What follows belongs to an exercise in optimizing a design on an open flow for small area, a short achievable clock period and few clock cycles; a production flow would make more cautious choices. No run shown here included a check of the RTL's function; only the layout flow was run.

**run.sh**
```bash
#!/bin/bash
# synth_recipe.tcl (not shown) runs the flow's synth.tcl, then flattens the netlist and writes it again
# the make line also repeats each setting of config.mk as NAME=value (left out here)
make -C /OpenROAD-flow-scripts/flow DESIGN_CONFIG=/design/flow/config.mk WORK_HOME=/design/flow/orfs CLKGATE_MAP_FILE= SYNTH_SCRIPT=/design/flow/synth_recipe.tcl finish
```
**config.mk**
```make
export PLATFORM = sky130hd
export DESIGN_NAME = loop_performance_metrics
export DESIGN_NICKNAME = loop_performance_metrics
export VERILOG_FILES = /design/flow/design.v
export SDC_FILE = /design/flow/constraint.sdc
export NUM_CORES = 4
export LEC_CHECK = 0
export ABC_CLOCK_PERIOD_IN_PS = 4000
export CAP_MARGIN = 20
export CORE_MARGIN = 2
export CORE_UTILIZATION = 50
export SLEW_MARGIN = 20
```
**constraint.sdc**
```tcl
create_clock -name core_clock -period 13.0 [get_ports {clk}]
set_input_delay 2.6000 -clock core_clock [delete_from_list [all_inputs] [get_ports {clk}]]
set_output_delay 2.6000 -clock core_clock [all_outputs]
set_load 0.01 [all_outputs]
```
**design.v**
```verilog
`default_nettype none
package lpm_pkg;
    localparam int LOOP_COUNT = 16;
    localparam int IDX_W      = 4;
    localparam int DATA_W = 32;           
    localparam int ACC_W  = 48;           
    localparam int OVS_W  = 31;           
    localparam int MET_W  = 2 * ACC_W + OVS_W;
    localparam int DIV_ROWS = 32;
    localparam int DIV_K    = 2;
    localparam int DIV_ST   = DIV_ROWS / DIV_K;
    localparam logic signed [DATA_W-1:0] SP_MIN = 32'sd7;
endpackage
`default_nettype wire
`default_nettype none
module lpm_mult #(
    parameter int AW = 32,
    parameter int BW = 16
) (
    input  wire logic [AW-1:0]    a,
    input  wire logic [BW-1:0]    b,
    output logic      [AW+BW-1:0] p
);
    assign p = (AW+BW)'(a) * (AW+BW)'(b);
endmodule
`default_nettype wire
`default_nettype none
module lpm_store (
    input  wire logic                         clk,
    input  wire logic                         rst_n,
    input  wire logic [lpm_pkg::IDX_W-1:0]    rd_addr,
    output logic      [lpm_pkg::MET_W-1:0]    rd_data,
    input  wire logic                         wr_en,
    input  wire logic [lpm_pkg::IDX_W-1:0]    wr_addr,
    input  wire logic [lpm_pkg::MET_W-1:0]    wr_data
);
    logic [lpm_pkg::MET_W-1:0]      mem [0:lpm_pkg::LOOP_COUNT-1];
    logic [lpm_pkg::LOOP_COUNT-1:0] valid_reg;
    always_ff @(posedge clk or negedge rst_n)
    begin
        if (!rst_n)
            valid_reg <= '0;
        else if (wr_en)
            valid_reg[wr_addr] <= 1'b1;
    end
    always_ff @(posedge clk)
    begin
        if (wr_en)
            mem[wr_addr] <= wr_data;
    end
    always_ff @(posedge clk)
    begin
        if (wr_en && (wr_addr == rd_addr))
            rd_data <= wr_data;
        else
            rd_data <= valid_reg[rd_addr] ? mem[rd_addr] : '0;
    end
endmodule
`default_nettype wire
`default_nettype none
module lpm_ctrl #(
    parameter int N = 4
) (
    input  wire logic         clk,
    input  wire logic         rst_n,
    input  wire logic         in_v,
    output logic      [N-1:0] v
);
    always_ff @(posedge clk or negedge rst_n)
    begin
        if (!rst_n)
            v <= '0;
        else
            v <= {v[N-2:0], in_v};
    end
endmodule
`default_nettype wire
`default_nettype none
module lpm_divrows #(
    parameter int K = 2
) (
    input  wire logic [30:0] r_in,
    input  wire logic [31:0] lo_in,
    input  wire logic [31:0] s,
    output logic      [30:0] r_out,
    output logic      [31:0] lo_out
);
    logic [K:0][30:0] r;
    logic [K:0][31:0] l;
    assign r[0] = r_in;
    assign l[0] = lo_in;
    for (genvar i = 0; i < K; i++) begin : g_row
        logic [31:0] t;
        logic [32:0] d;
        logic        ge;
        assign t        = {r[i], l[i][31]};
        assign d        = {1'b0, t} - {1'b0, s};
        assign ge       = ~d[32];
        assign r[i+1]   = ge ? d[30:0] : t[30:0];
        assign l[i+1]   = {l[i][30:0], ge};
    end
    assign r_out  = r[K];
    assign lo_out = l[K];
endmodule
`default_nettype wire
`default_nettype none
module loop_performance_metrics (
    input  wire logic                              clk,
    input  wire logic                              rst_n,
    input  wire logic                              start,
    output logic                                   busy,
    input  wire logic [1:0]                        command,
    input  wire logic [3:0]                        loop_index,
    input  wire logic signed [lpm_pkg::DATA_W-1:0] measured,
    input  wire logic signed [lpm_pkg::DATA_W-1:0] target,
    input  wire logic signed [lpm_pkg::DATA_W-1:0] deviation,
    input  wire logic [lpm_pkg::DATA_W-1:0]        step_time,
    output logic                                   done,
    output logic [3:0]                             loop_echo,
    output logic [lpm_pkg::ACC_W-1:0]              abs_error_integral,
    output logic [lpm_pkg::ACC_W-1:0]              squared_error_integral,
    output logic [lpm_pkg::OVS_W-1:0]              peak_overshoot
);
    localparam int NS = lpm_pkg::DIV_ST;    
    localparam int F  = 2 + NS;             
    localparam int ACC_W = lpm_pkg::ACC_W;
    localparam int OVS_W = lpm_pkg::OVS_W;
    localparam int MET_W = lpm_pkg::MET_W;
    assign busy = 1'b0;
    logic [F+1:0] v;
    lpm_ctrl #(.N(F + 2)) u_ctrl (
        .clk   (clk),
        .rst_n (rst_n),
        .in_v  (start),
        .v     (v)
    );
    logic [1:0]         cmd0;
    logic [3:0]         idx0;
    logic signed [31:0] pv0, sp0, e0;
    logic [31:0]        dt0;
    always_ff @(posedge clk)
    begin
        cmd0 <= command;
        idx0 <= loop_index;
        pv0  <= measured;
        sp0  <= target;
        e0   <= deviation;
        dt0  <= step_time;
    end
    logic        upd1, clr1, ok1;
    logic [3:0]  idx1;
    logic [31:0] emag1, dt1, spmag1;
    logic [32:0] dmag1;
    logic signed [32:0] diff0, ndiff0;
    assign diff0  = 33'(pv0) - 33'(sp0);
    assign ndiff0 = 33'(sp0) - 33'(pv0);
    always_ff @(posedge clk)
    begin
        upd1   <= (cmd0 == 2'd0);
        clr1   <= (cmd0 == 2'd1);
        idx1   <= idx0;
        emag1  <= e0[31] ? 32'(-e0) : 32'(e0);
        spmag1 <= sp0[31] ? 32'(-sp0) : 32'(sp0);
        dt1    <= dt0;
        dmag1  <= diff0[32] ? ndiff0 : diff0;
        ok1    <= (cmd0 == 2'd0)
               && (((sp0 >= lpm_pkg::SP_MIN) && (pv0 > sp0))
                || ((sp0 <= -lpm_pkg::SP_MIN) && (pv0 < sp0)));
    end
    logic [38:0] d100;
    assign d100 = (39'(dmag1) << 6) + (39'(dmag1) << 5) + (39'(dmag1) << 2);
    logic [NS:0][30:0] dR;
    logic [NS:0][31:0] dL;
    logic [NS:0][31:0] dS;
    logic [NS:0]       dOk, dUpd, dClr;
    logic [NS:0][3:0]  dIdx;
    logic [NS:0][31:0] dE, dDt;
    always_ff @(posedge clk)
    begin
        dR[0]   <= 31'(d100[38:16]);
        dL[0]   <= {d100[15:0], 16'b0};
        dS[0]   <= spmag1;
        dOk[0]  <= ok1;
        dUpd[0] <= upd1;
        dClr[0] <= clr1;
        dIdx[0] <= idx1;
        dE[0]   <= emag1;
        dDt[0]  <= dt1;
    end
    for (genvar i = 0; i < NS; i++) begin : g_div
        logic [30:0] r_nx;
        logic [31:0] l_nx;
        lpm_divrows #(.K(lpm_pkg::DIV_K)) u_rows (
            .r_in   (dR[i]),
            .lo_in  (dL[i]),
            .s      (dS[i]),
            .r_out  (r_nx),
            .lo_out (l_nx)
        );
        always_ff @(posedge clk)
        begin
            dR[i+1]   <= r_nx;
            dL[i+1]   <= l_nx;
            dS[i+1]   <= dS[i];
            dOk[i+1]  <= dOk[i];
            dUpd[i+1] <= dUpd[i];
            dClr[i+1] <= dClr[i];
            dIdx[i+1] <= dIdx[i];
            dE[i+1]   <= dE[i];
            dDt[i+1]  <= dDt[i];
        end
    end
    localparam int MA = NS - 3;    
    logic [47:0] sqa_lo_p, sqa_hi_p, ab_lo_p, ab_hi_p;
    logic [62:0] sqp_lo_p, sqp_hi_p;
    logic [47:0] sqa_lo, sqa_hi, ab_lo, ab_hi;
    logic [46:0] sq_base;
    logic [62:0] sqp_lo, sqp_hi;
    logic [46:0] abs_c, abs_t;
    logic [47:0] sq_t;
    logic [63:0] sqs;
    lpm_mult #(.AW(32), .BW(16)) u_sqa_lo (.a(dE[MA-1]), .b(dE[MA-1][15:0]),  .p(sqa_lo_p));
    lpm_mult #(.AW(32), .BW(16)) u_sqa_hi (.a(dE[MA-1]), .b(dE[MA-1][31:16]), .p(sqa_hi_p));
    lpm_mult #(.AW(32), .BW(16)) u_ab_lo  (.a(dE[MA]),   .b(dDt[MA][15:0]),   .p(ab_lo_p));
    lpm_mult #(.AW(32), .BW(16)) u_ab_hi  (.a(dE[MA]),   .b(dDt[MA][31:16]),  .p(ab_hi_p));
    lpm_mult #(.AW(47), .BW(16)) u_sqp_lo (.a(sq_base),  .b(dDt[MA+1][15:0]), .p(sqp_lo_p));
    lpm_mult #(.AW(47), .BW(16)) u_sqp_hi (.a(sq_base),  .b(dDt[MA+1][31:16]),.p(sqp_hi_p));
    assign sqs = 64'(sqp_hi) + 64'(sqp_lo[62:16]);
    always_ff @(posedge clk)
    begin
        sqa_lo  <= sqa_lo_p;
        sqa_hi  <= sqa_hi_p;
        sq_base <= 47'(sqa_hi) + 47'(sqa_lo[47:16]);
        ab_lo   <= ab_lo_p;
        ab_hi   <= ab_hi_p;
        sqp_lo  <= sqp_lo_p;
        sqp_hi  <= sqp_hi_p;
        abs_c   <= 47'(ab_hi) + 47'(ab_lo[47:16]);
        abs_t   <= dUpd[MA+2] ? abs_c : '0;
        sq_t    <= !dUpd[MA+2] ? '0 : (|sqs[63:48]) ? '1 : sqs[47:0];
    end
    logic [MET_W-1:0] res;
    logic [3:0]       res_idx;
    logic [MET_W-1:0] rd_f;
    logic             fwd_f;
    lpm_store u_store (
        .clk     (clk),
        .rst_n   (rst_n),
        .rd_addr (dIdx[NS-1]),
        .rd_data (rd_f),
        .wr_en   (v[F+1]),
        .wr_addr (res_idx),
        .wr_data (res)
    );
    always_ff @(posedge clk)
    begin
        fwd_f <= v[F] && (dIdx[NS] == dIdx[NS-1]);
    end
    logic [MET_W-1:0] old_w, base_w;
    logic [ACC_W:0]   abs_sum, sq_sum;
    logic [OVS_W-1:0] q_w, pk_base;
    assign old_w  = fwd_f ? res : rd_f;
    assign base_w = dClr[NS] ? '0 : old_w;
    assign abs_sum = {1'b0, base_w[MET_W-1 -: ACC_W]} + {2'b0, abs_t};
    assign sq_sum  = {1'b0, base_w[OVS_W +: ACC_W]} + {1'b0, sq_t};
    assign pk_base = base_w[OVS_W-1:0];
    assign q_w = !dOk[NS] ? '0 : dL[NS][31] ? '1 : dL[NS][30:0];
    always_ff @(posedge clk)
    begin
        res[MET_W-1 -: ACC_W] <= abs_sum[ACC_W] ? '1 : abs_sum[ACC_W-1:0];
        res[OVS_W +: ACC_W]   <= sq_sum[ACC_W] ? '1 : sq_sum[ACC_W-1:0];
        res[OVS_W-1:0]        <= (q_w > pk_base) ? q_w : pk_base;
        res_idx               <= dIdx[NS];
    end
    assign done                   = v[F+1];
    assign loop_echo              = res_idx;
    assign abs_error_integral     = res[MET_W-1 -: ACC_W];
    assign squared_error_integral = res[OVS_W +: ACC_W];
    assign peak_overshoot         = res[OVS_W-1:0];
endmodule
`default_nettype wire
```
==> results of run 1 <==
[worst max-delay path, delay by kind of cell, from the launching register on]
kind                       cells  cell delay [ps]
xor gates and xnor gates       1              140
and+or+nand+nor                2              360
DFF                            1              300
adders and majority gates      7             3230
buffers and inverters          8             1110
AOI/OAI and AO/OA             10             3060
[per-layer routing]
| metal | up-vias | track usage | part of all wire |
|---|---|---|---|
| li1 | 99400 | - | - |
| met1 | 108000 | 0.351 | 0.45 |
| met2 | 6390 | 0.393 | 0.45 |
| met3 | 1231 | 0.0399 | 0.068 |
| met4 | 8 | 0.0547 | 0.023 |
| met5 | - | 0 | 0.000069 |
[final timing paths]
kind                          startpoint                    to  slack, ps  depth (start not counted)
setup / recovery           u_sqa_hi.a[8]            sqa_lo[46]       4670                         28
hold / removal                    dOk[0]                dOk[1]        260                          0
setup reg to reg           u_sqa_hi.a[8]            sqa_lo[46]       4670                         28
hold reg to reg                   dOk[0]                dOk[1]        260                          0
max in group asynchronous          rst_n          u_ctrl.v[18]      10750                          2
min in group asynchronous          rst_n  u_store.valid_reg[5]       1930                          2
[stage by stage]
stage	instance area (µm²)	setup WS (ps)	std cells
after floorplan	329000	1970	29800
after global placement	341000	4730	38000
after detailed placement	341000	4770	38000
after CTS	361000	4700	39000
after global routing	361000	4170	39000
final	361000	4670	39100
[cell usage in the layout, fill, tap and decap left out, types with 84 or more instances in the layout]
cell / netlist / routed
o21ai_0: 987 / 986
o21bai_1: 173 / 173
a211oi_1: 120 / 119
inv_1: 4151 / 4151
mux2_2: 543 / 543
and2_1: 1109 / 1106
fa_1: 2899 / 2899
clkbuf_16: 0 / 601
nand4_1: 131 / 131
or3_1: 84 / 84
nor3_1: 207 / 206
or2_2: 95 / 95
nand3_1: 260 / 260
mux4_2: 639 / 639
nor2b_1: 196 / 196
a21oi_1: 1347 / 1346
and3_1: 130 / 120
xor2_1: 407 / 407
o31ai_1: 95 / 95
edfxtp_1: 2032 / 2032
dfxtp_1: 3360 / 3316
ha_1: 2088 / 2088
o21a_1: 263 / 262
mux2i_1: 210 / 209
clkbuf_8: 0 / 94
xnor2_1: 965 / 965
a31oi_1: 161 / 160
nand2_1: 3041 / 3041
nand2b_1: 349 / 349
clkdlybuf4s50_1: 0 / 268
clkbuf_1: 862 / 114
nor2_1: 1126 / 1125
buf_4: 9 / 289
a21o_1: 686 / 686
[final cells by class]
type | instances | area (µm²)
Multi-Input combinational cell | 19100 | 180000
Clock inverter | 254 | 3190
Antenna cell | 8 | 20.0
Clock buffer | 814 | 16800
Sequential cell | 5428 | 129000
Inverter | 4159 | 15600
Tap cell | 8671 | 10800
Fill cell | 55800 | 294000
Timing Repair Buffer | 569 | 5080
[logic make-up (layout without fill, tap and decap cells)]
| logic type | Yosys count | after routing |
|---|---|---|
| fa+ha+maj | 4987 | 4987 |
| xor+xnor | 1372 | 1372 |
| other cells | 1 | 13 |
| compound gates | 4479 | 4479 |
| simple gates | 6908 | 6908 |
| mux | 1396 | 1396 |
| flops | 5428 | 5428 |
| buf+inv | 5231 | 5796 |
==> results.py, run 1 <==
metrics = {
    "run_status": {
        "status": "timing/DRC/antenna clean",
    },
    "routing": {
        "wire_per_inst_um": 21.1,
        "drt-vias-per-instance": 5.51,
        "drcViolationCount": 0,
        "drt-initial-drc-count": 16100,
        "wl_um": 823000,
        "vias": 215000,
        "drt_first_pass_iters": 6,
        "ant_nets": 0,
    },
    "yosys": {
        "yosys.area_share.adder": 0.256,
        "synthXorXnorAreaFrac": 0.0366,
        "synth_edf_count": 2032,
        "synth_top_family_by_area": "adder cells",
        "synth_seq_cells": 5428,
        "yosysMostFrequentCell": "inv_1",
        "yosys.area_share.simple": 0.0988,
        "synth-seq-area-share": 0.393,
        "synth.largest_area_cell": "dfxtp_1",
        "synth_area_leaders": "dfxtp_1, edfxtp_1, fa_1, ha_1, inv_1",
        "synth_top_flop_cell": "dfxtp_1",
        "synthTopCellsByCount": "inv_1, dfxtp_1, nand2_1",
        "avgSynthCellArea_um2": 11.0,
        "muxShareOfSynthArea": 0.0689,
        "syn_inst": 29800,
        "synth_top_area_share": 0.205,
        "ys_warn_count": 3,
        "synth_cell_types": 114,
        "async_flop_share": 0.00663,
        "synth_compound_area_frac": 0.0865,
        "syn_area_mm2": 0.329,
    },
    "final_layout": {
        "regMostFlops": "u_store.mem",
        "largest_reg_flops": 2032,
        "nets": 35000,
        "area_growth_pct": 9.78,
        "drive_above_1_share": 0.0884,
        "fin_util": 0.551,
    },
    "sta": {
        "setup_viol": 0,
        "skew_ps": 86.8,
        "drv_slew": 0,
        "tightest_slew_ps": 1110,
        "period_share": 0.641,
        "grt_setup_unrepaired": "false",
        "slew_headroom": 0.263,
        "fin_hold_ws_ps": 260,
        "timing.fmax_mhz": 120,
        "setup_tns_ps": 0,
        "period_needed_ps": 8330,
        "hold_viol": 0,
    },
    "flow_run": {
        "maxCapViolations": 0,
    },
    "critical_path": {
        "cp_max_fo": 28,
        "critPathCaptureType": "flip-flop",
        "required_ps": 13940,
        "cp_slowest_cell": "a211oi_1",
        "startpoint_type": "flip-flop",
        "critical_path_class": "reg2reg",
        "crit_top_cell": "inv_1",
        "max_stage_delay_ps": 760,
        "critical_path_arrival_ps": 9270,
    },
    "global_route": {
        "grt_pass1_vias": 222000,
        "antenna_found_initial": 30,
        "overflow": 0,
        "grt.total_usage": 0.245,
        "grt_max_degree": 161,
        "grt_pass1_wl_um": 1290000,
    },
    "clocking": {
        "cts_inserted_buffers": 583,
        "htreeDepth": 6,
        "root_buffer": "clkbuf_16",
        "clock_latency_ps": 1090,
        "cts_tree": "done",
        "cts_setup_buffers": 0,
        "cts_buffer_depth": 4,
        "clock_sinks": 5428,
        "postCtsResizedCells": 0,
        "cts_hold_buf": 0,
        "clk_pin_slew_ps": 60,
    },
    "floorplanning": {
        "ios": 270,
        "die-area_mm2": 0.664,
        "core_mm2": 0.654,
        "num_rows": 297,
        "die_width_um": 815,
        "initial_core_util": 0.502,
        "die_y_um": 815,
    },
    "placement": {
        "dpl.hpwl_um": 571000,
        "io_buffers": 268,
        "place_congestion": 0.888,
    },
    "hold_path": {
        "min_path_type": "reg2reg",
    },
}
==> run 2: changes to the inputs <==
--- a/design.v
+++ b/design.v
@@ -23,4 +23,26 @@
 );
     assign p = (AW+BW)'(a) * (AW+BW)'(b);
+endmodule
+`default_nettype wire
+`default_nettype none
+module lpm_square #(
+    parameter int W = 32
+) (
+    input  wire logic [W-1:0]   a,
+    output logic      [2*W-1:0] p
+);
+    logic [W-1:0][2*W-1:0] rows;
+    logic [2*W-1:0]        diag;
+    for (genvar i = 0; i < W; i++) begin : g_row
+        assign rows[i]      = ((2*W)'({W{a[i]}} & (a >> (i + 1)))) << (2 * i + 2);
+        assign diag[2*i]    = a[i];
+        assign diag[2*i+1]  = 1'b0;
+    end
+    always_comb
+    begin
+        p = diag;
+        for (int i = 0; i < W; i++)
+            p = p + rows[i];
+    end
 endmodule
 `default_nettype wire
@@ -211,32 +233,26 @@
         end
     end
-    localparam int MA = NS - 3;    
-    logic [47:0] sqa_lo_p, sqa_hi_p, ab_lo_p, ab_hi_p;
-    logic [62:0] sqp_lo_p, sqp_hi_p;
-    logic [47:0] sqa_lo, sqa_hi, ab_lo, ab_hi;
-    logic [46:0] sq_base;
-    logic [62:0] sqp_lo, sqp_hi;
-    logic [46:0] abs_c, abs_t;
+    localparam int MA = NS - 2;    
+    logic [63:0] sq_p;
+    logic [47:0] ab_lo_p, ab_hi_p, ab_lo, ab_hi;
+    logic [62:0] sqp_lo_p, sqp_hi_p, sqp_lo, sqp_hi;
+    logic [46:0] sq_base, abs_t;
     logic [47:0] sq_t;
     logic [63:0] sqs;
-    lpm_mult #(.AW(32), .BW(16)) u_sqa_lo (.a(dE[MA-1]), .b(dE[MA-1][15:0]),  .p(sqa_lo_p));
-    lpm_mult #(.AW(32), .BW(16)) u_sqa_hi (.a(dE[MA-1]), .b(dE[MA-1][31:16]), .p(sqa_hi_p));
-    lpm_mult #(.AW(32), .BW(16)) u_ab_lo  (.a(dE[MA]),   .b(dDt[MA][15:0]),   .p(ab_lo_p));
-    lpm_mult #(.AW(32), .BW(16)) u_ab_hi  (.a(dE[MA]),   .b(dDt[MA][31:16]),  .p(ab_hi_p));
-    lpm_mult #(.AW(47), .BW(16)) u_sqp_lo (.a(sq_base),  .b(dDt[MA+1][15:0]), .p(sqp_lo_p));
-    lpm_mult #(.AW(47), .BW(16)) u_sqp_hi (.a(sq_base),  .b(dDt[MA+1][31:16]),.p(sqp_hi_p));
+    lpm_square #(.W(32)) u_sq (.a(dE[MA-1]), .p(sq_p));
+    lpm_mult #(.AW(32), .BW(16)) u_ab_lo  (.a(dE[MA]),  .b(dDt[MA][15:0]),  .p(ab_lo_p));
+    lpm_mult #(.AW(32), .BW(16)) u_ab_hi  (.a(dE[MA]),  .b(dDt[MA][31:16]), .p(ab_hi_p));
+    lpm_mult #(.AW(47), .BW(16)) u_sqp_lo (.a(sq_base), .b(dDt[MA][15:0]),  .p(sqp_lo_p));
+    lpm_mult #(.AW(47), .BW(16)) u_sqp_hi (.a(sq_base), .b(dDt[MA][31:16]), .p(sqp_hi_p));
     assign sqs = 64'(sqp_hi) + 64'(sqp_lo[62:16]);
     always_ff @(posedge clk)
     begin
-        sqa_lo  <= sqa_lo_p;
-        sqa_hi  <= sqa_hi_p;
-        sq_base <= 47'(sqa_hi) + 47'(sqa_lo[47:16]);
+        sq_base <= sq_p[62:16];
         ab_lo   <= ab_lo_p;
         ab_hi   <= ab_hi_p;
         sqp_lo  <= sqp_lo_p;
         sqp_hi  <= sqp_hi_p;
-        abs_c   <= 47'(ab_hi) + 47'(ab_lo[47:16]);
-        abs_t   <= dUpd[MA+2] ? abs_c : '0;
-        sq_t    <= !dUpd[MA+2] ? '0 : (|sqs[63:48]) ? '1 : sqs[47:0];
+        abs_t   <= !dUpd[MA+1] ? '0 : 47'(ab_hi) + 47'(ab_lo[47:16]);
+        sq_t    <= !dUpd[MA+1] ? '0 : (|sqs[63:48]) ? '1 : sqs[47:0];
     end
     logic [MET_W-1:0] res;
==> flow/run.sh (new file) <==
#!/bin/bash
# Standard layout, with repair_timing aiming well below the clock period.
cp standard.sh standard.sh.txt
cp config.mk config.mk.txt
export SETUP_SLACK_MARGIN=7
bash standard.sh > standard.log 2>&1
==> standard.sh (new file) <==
#!/bin/bash
# synth_recipe.tcl (not shown) runs the flow's synth.tcl, then flattens the netlist and writes it again
# the make line also repeats each setting of config.mk as NAME=value (left out here)
make -C /OpenROAD-flow-scripts/flow DESIGN_CONFIG=/design/flow/config.mk WORK_HOME=/design/flow/orfs CLKGATE_MAP_FILE= SYNTH_SCRIPT=/design/flow/synth_recipe.tcl "${@:-finish}"
--- a/config.mk
+++ b/config.mk
@@ -6,5 +6,4 @@
 export NUM_CORES = 4
 export LEC_CHECK = 0
-export ABC_CLOCK_PERIOD_IN_PS = 4000
 export CAP_MARGIN = 20
 export CORE_MARGIN = 2
removed: run.sh
==> run 2 against run 1 <==
Critical path depth increased by 16. Critical endpoint is now g_div[2].u_rows.r_in[3]. Clock-buffer cell count fell by 34. Worst setup slack better by 1200 ps. Still clean. Die area decreased by 4.8%. Synthesized area shrank 4.9%. Critical path type unchanged. Routed wire length rose by 11%. Global-route usage grew 3.4 points.
==> results.py, run 2 <==
metrics = {
    "final_layout": {
        "fin_area_mm2": 0.378,
        "nFillCells": 49800,
        "area_growth_pct": 20.7,
        "multi_input_area_mm2": 0.180,
        "drive_above_1_share": 0.197,
        "ff_latch_area_mm2": 0.128,
        "final_common_cell": "inv_1",
        "final_cell_mix": "inv_1, dfxtp_1, nand2_1",
        "nets": 34500,
        "largest_reg_flops": 2032,
        "regMostFlops": "u_store.mem",
    },
    "yosys": {
        "synth_top_flop_cell": "dfxtp_1",
        "synth_seq_cells": 5334,
        "muxShareOfSynthArea": 0.0712,
        "synthTopCellsByCount": "inv_1, dfxtp_1, nand2_1",
        "synth_cell_types": 97,
        "synth_top_area_share": 0.209,
        "yosys.area_share.adder": 0.244,
        "synthXorXnorAreaFrac": 0.0359,
        "synth_area_leaders": "dfxtp_1, edfxtp_1, fa_1, ha_1, mux4_2",
        "syn_inst": 28200,
        "syn_area_mm2": 0.313,
        "ys_warn_count": 4,
        "synth_top_family_by_area": "adder cells",
        "avgSynthCellArea_um2": 11.1,
        "synth_edf_count": 2032,
        "synth.largest_area_cell": "dfxtp_1",
        "synth_compound_area_frac": 0.0835,
        "synth-seq-area-share": 0.407,
        "async_flop_share": 0.00675,
        "yosysMostFrequentCell": "inv_1",
        "yosys.area_share.simple": 0.102,
    },
    "routing": {
        "wire_per_inst_um": 23.7,
        "wl_met1_um": 369000,
        "vias": 216000,
        "wl_um": 917000,
        "drt-initial-drc-count": 16200,
        "drt_first_pass_iters": 8,
        "ant_nets": 0,
        "drt-vias-per-instance": 5.59,
        "dr_wl_met2_um": 430000,
        "routed-wl-met3_um": 74900,
        "drcViolationCount": 0,
        "highest_layer": "met5",
    },
    "floorplanning": {
        "num_rows": 290,
        "die_y_um": 795,
        "initial_core_util": 0.502,
        "die_width_um": 795,
        "ios": 270,
        "core_mm2": 0.623,
        "die-area_mm2": 0.632,
    },
    "clocking": {
        "root_buffer": "clkbuf_16",
        "cts_buffer_depth": 4,
        "cts_inserted_buffers": 580,
        "htreeDepth": 6,
        "clk_pin_slew_ps": 70,
        "clock_latency_ps": 1140,
        "clock_sinks": 5334,
        "cts_hold_buf": 0,
        "cts_tree": "done",
    },
    "run_status": {
        "status": "timing/DRC/antenna clean",
    },
    "sta": {
        "period_needed_ps": 7160,
        "timing.fmax_mhz": 140,
        "drv_slew": 0,
        "setup_viol": 0,
        "tightest_slew_ps": 1190,
        "grt_setup_unrepaired": "true",
        "slew_headroom": 0.195,
        "hold_viol": 0,
        "period_share": 0.551,
        "setup_tns_ps": 0,
        "skew_ps": 120,
    },
    "global_route": {
        "grt_pass1_wl_um": 1360000,
        "antenna_found_initial": 64,
        "grt_pass1_vias": 221000,
        "grt_max_degree": 125,
        "overflow": 0,
        "grt.total_usage": 0.279,
    },
    "placement": {
        "io_buffers": 268,
        "dpl.hpwl_um": 559000,
        "dpl-instance-area_mm2": 0.326,
        "place_congestion": 0.899,
    },
    "critical_path": {
        "critical_path_arrival_ps": 8110,
        "critical_path_buf_inv_count": 30,
        "max_stage_delay_ps": 370,
        "startpoint_type": "flip-flop",
        "crit_top_cell": "buf_4",
        "critPathCaptureType": "flip-flop",
        "critPathTopFamily": "buffers and inverters",
        "cp_slowest_cell": "fa_2",
        "cp_max_fo": 5,
        "required_ps": 13950,
        "critical_path_class": "reg2reg",
    },
    "flow_run": {
        "maxCapViolations": 0,
    },
    "hold_path": {
        "min_path_type": "reg2reg",
    },
}
[run 2: cell families after synthesis]
group,Yosys count
fa+ha+maj,4556
buf+inv,4735
xor+xnor,1282
mux,1360
flops,5334
compound gates,4128
other cells,1
simple gates,6775
[run 2: layout make-up]
class	instances	area share
antenna	25	0.000166
timing repair inverter	2	0.0000828
timing repair buffer	2116	0.0687
sequential	5334	0.338
clock buffer	780	0.0427
multi-input combinational	18100	0.477
clock inverter	293	0.00926
tap	8322	0.0276
inverter	3641	0.0365
[run 2: worst paths after layout]
kind | cells past startpoint | end | startpoint | slack, ps
worst max register to register | 44 | g_div[2].u_rows.r_in[3] | dL[63] | 5840
worst min register to register | 0 | dDt[303] | dDt[271] | 280
worst min-delay path | 0 | dDt[303] | dDt[271] | 280
max in group asynchronous | 2 | u_store.valid_reg[12] | rst_n | 10730
min in group asynchronous | 2 | u_ctrl.v[5] | rst_n | 1940
worst max-delay path | 44 | g_div[2].u_rows.r_in[3] | dL[63] | 5840
[run 2: through the flow]
| step | cells | setup slack, ps | hold WS [ps] | util |
|---|---|---|---|---|
| 3_3_place_gp | 35900 | 4610 | 310 | 0.523 |
| 5_1_grt | 38600 | 5660 | 287 | 0.606 |
| 6_report | 38600 | 5840 | 280 | 0.606 |
| 3_5_place_dp | 35900 | 4580 | 312 | 0.523 |
| 4_1_cts | 38100 | 5860 | 285 | 0.590 |
| 2_1_floorplan | 28200 | 6700 | 310 | - |
[run 2: metal layers]
layer,GRT usage,vias to the layer above
met1,0.366,109000
li1,-,97600
met5,0,-
met4,0.101,34
met2,0.465,7603
met3,0.0517,1859
[run 2: worst register-to-register path, delay by kind of cell, from the launching register on]
kind,cells,cell delay (ps)
buf+inv,30,3460
compound gates,10,2160
mux,2,590
fa+ha+maj,1,370
flops,1,320
simple gates,1,160
[run 2: what timing repair did]
item                       4_1_cts  5_1_grt
setup buffers                  948      426
setup endpoints to repair      772      724
gates resized for setup       2060     1279
cloned                         171       50
pin swaps                      759      824

==> re-timing with driven ports <==
In the flow no input, the clock included, has a driving cell. The finished layouts below were timed again as built, in two steps. Step 1, drivers: a clkbuf_16 drives clk and a buf_2 each remaining input, both assumed. Step 2 moves the port delays by t, midway between the first and last clock arrival at a register: inputs arrive t later, outputs are due t later. That takes back most of the time a late clock gives input paths. Slacks: ideal ports / drivers / drivers and shift; pairs: ideal ports / drivers.
| run | t (ns) | setup slack, ns | worst data-port slew with drivers (ns) | pins driven straight from the clock port |
|---|---|---|---|---|
| run 1 | 1.196 | 4.669 / 4.669 / 4.669 | 0.12 | 1 |
| run 2 | 1.216 | 5.840 / 5.840 / 5.840 | 0.13 | 1 |
After both steps every run listed still meets setup and hold.
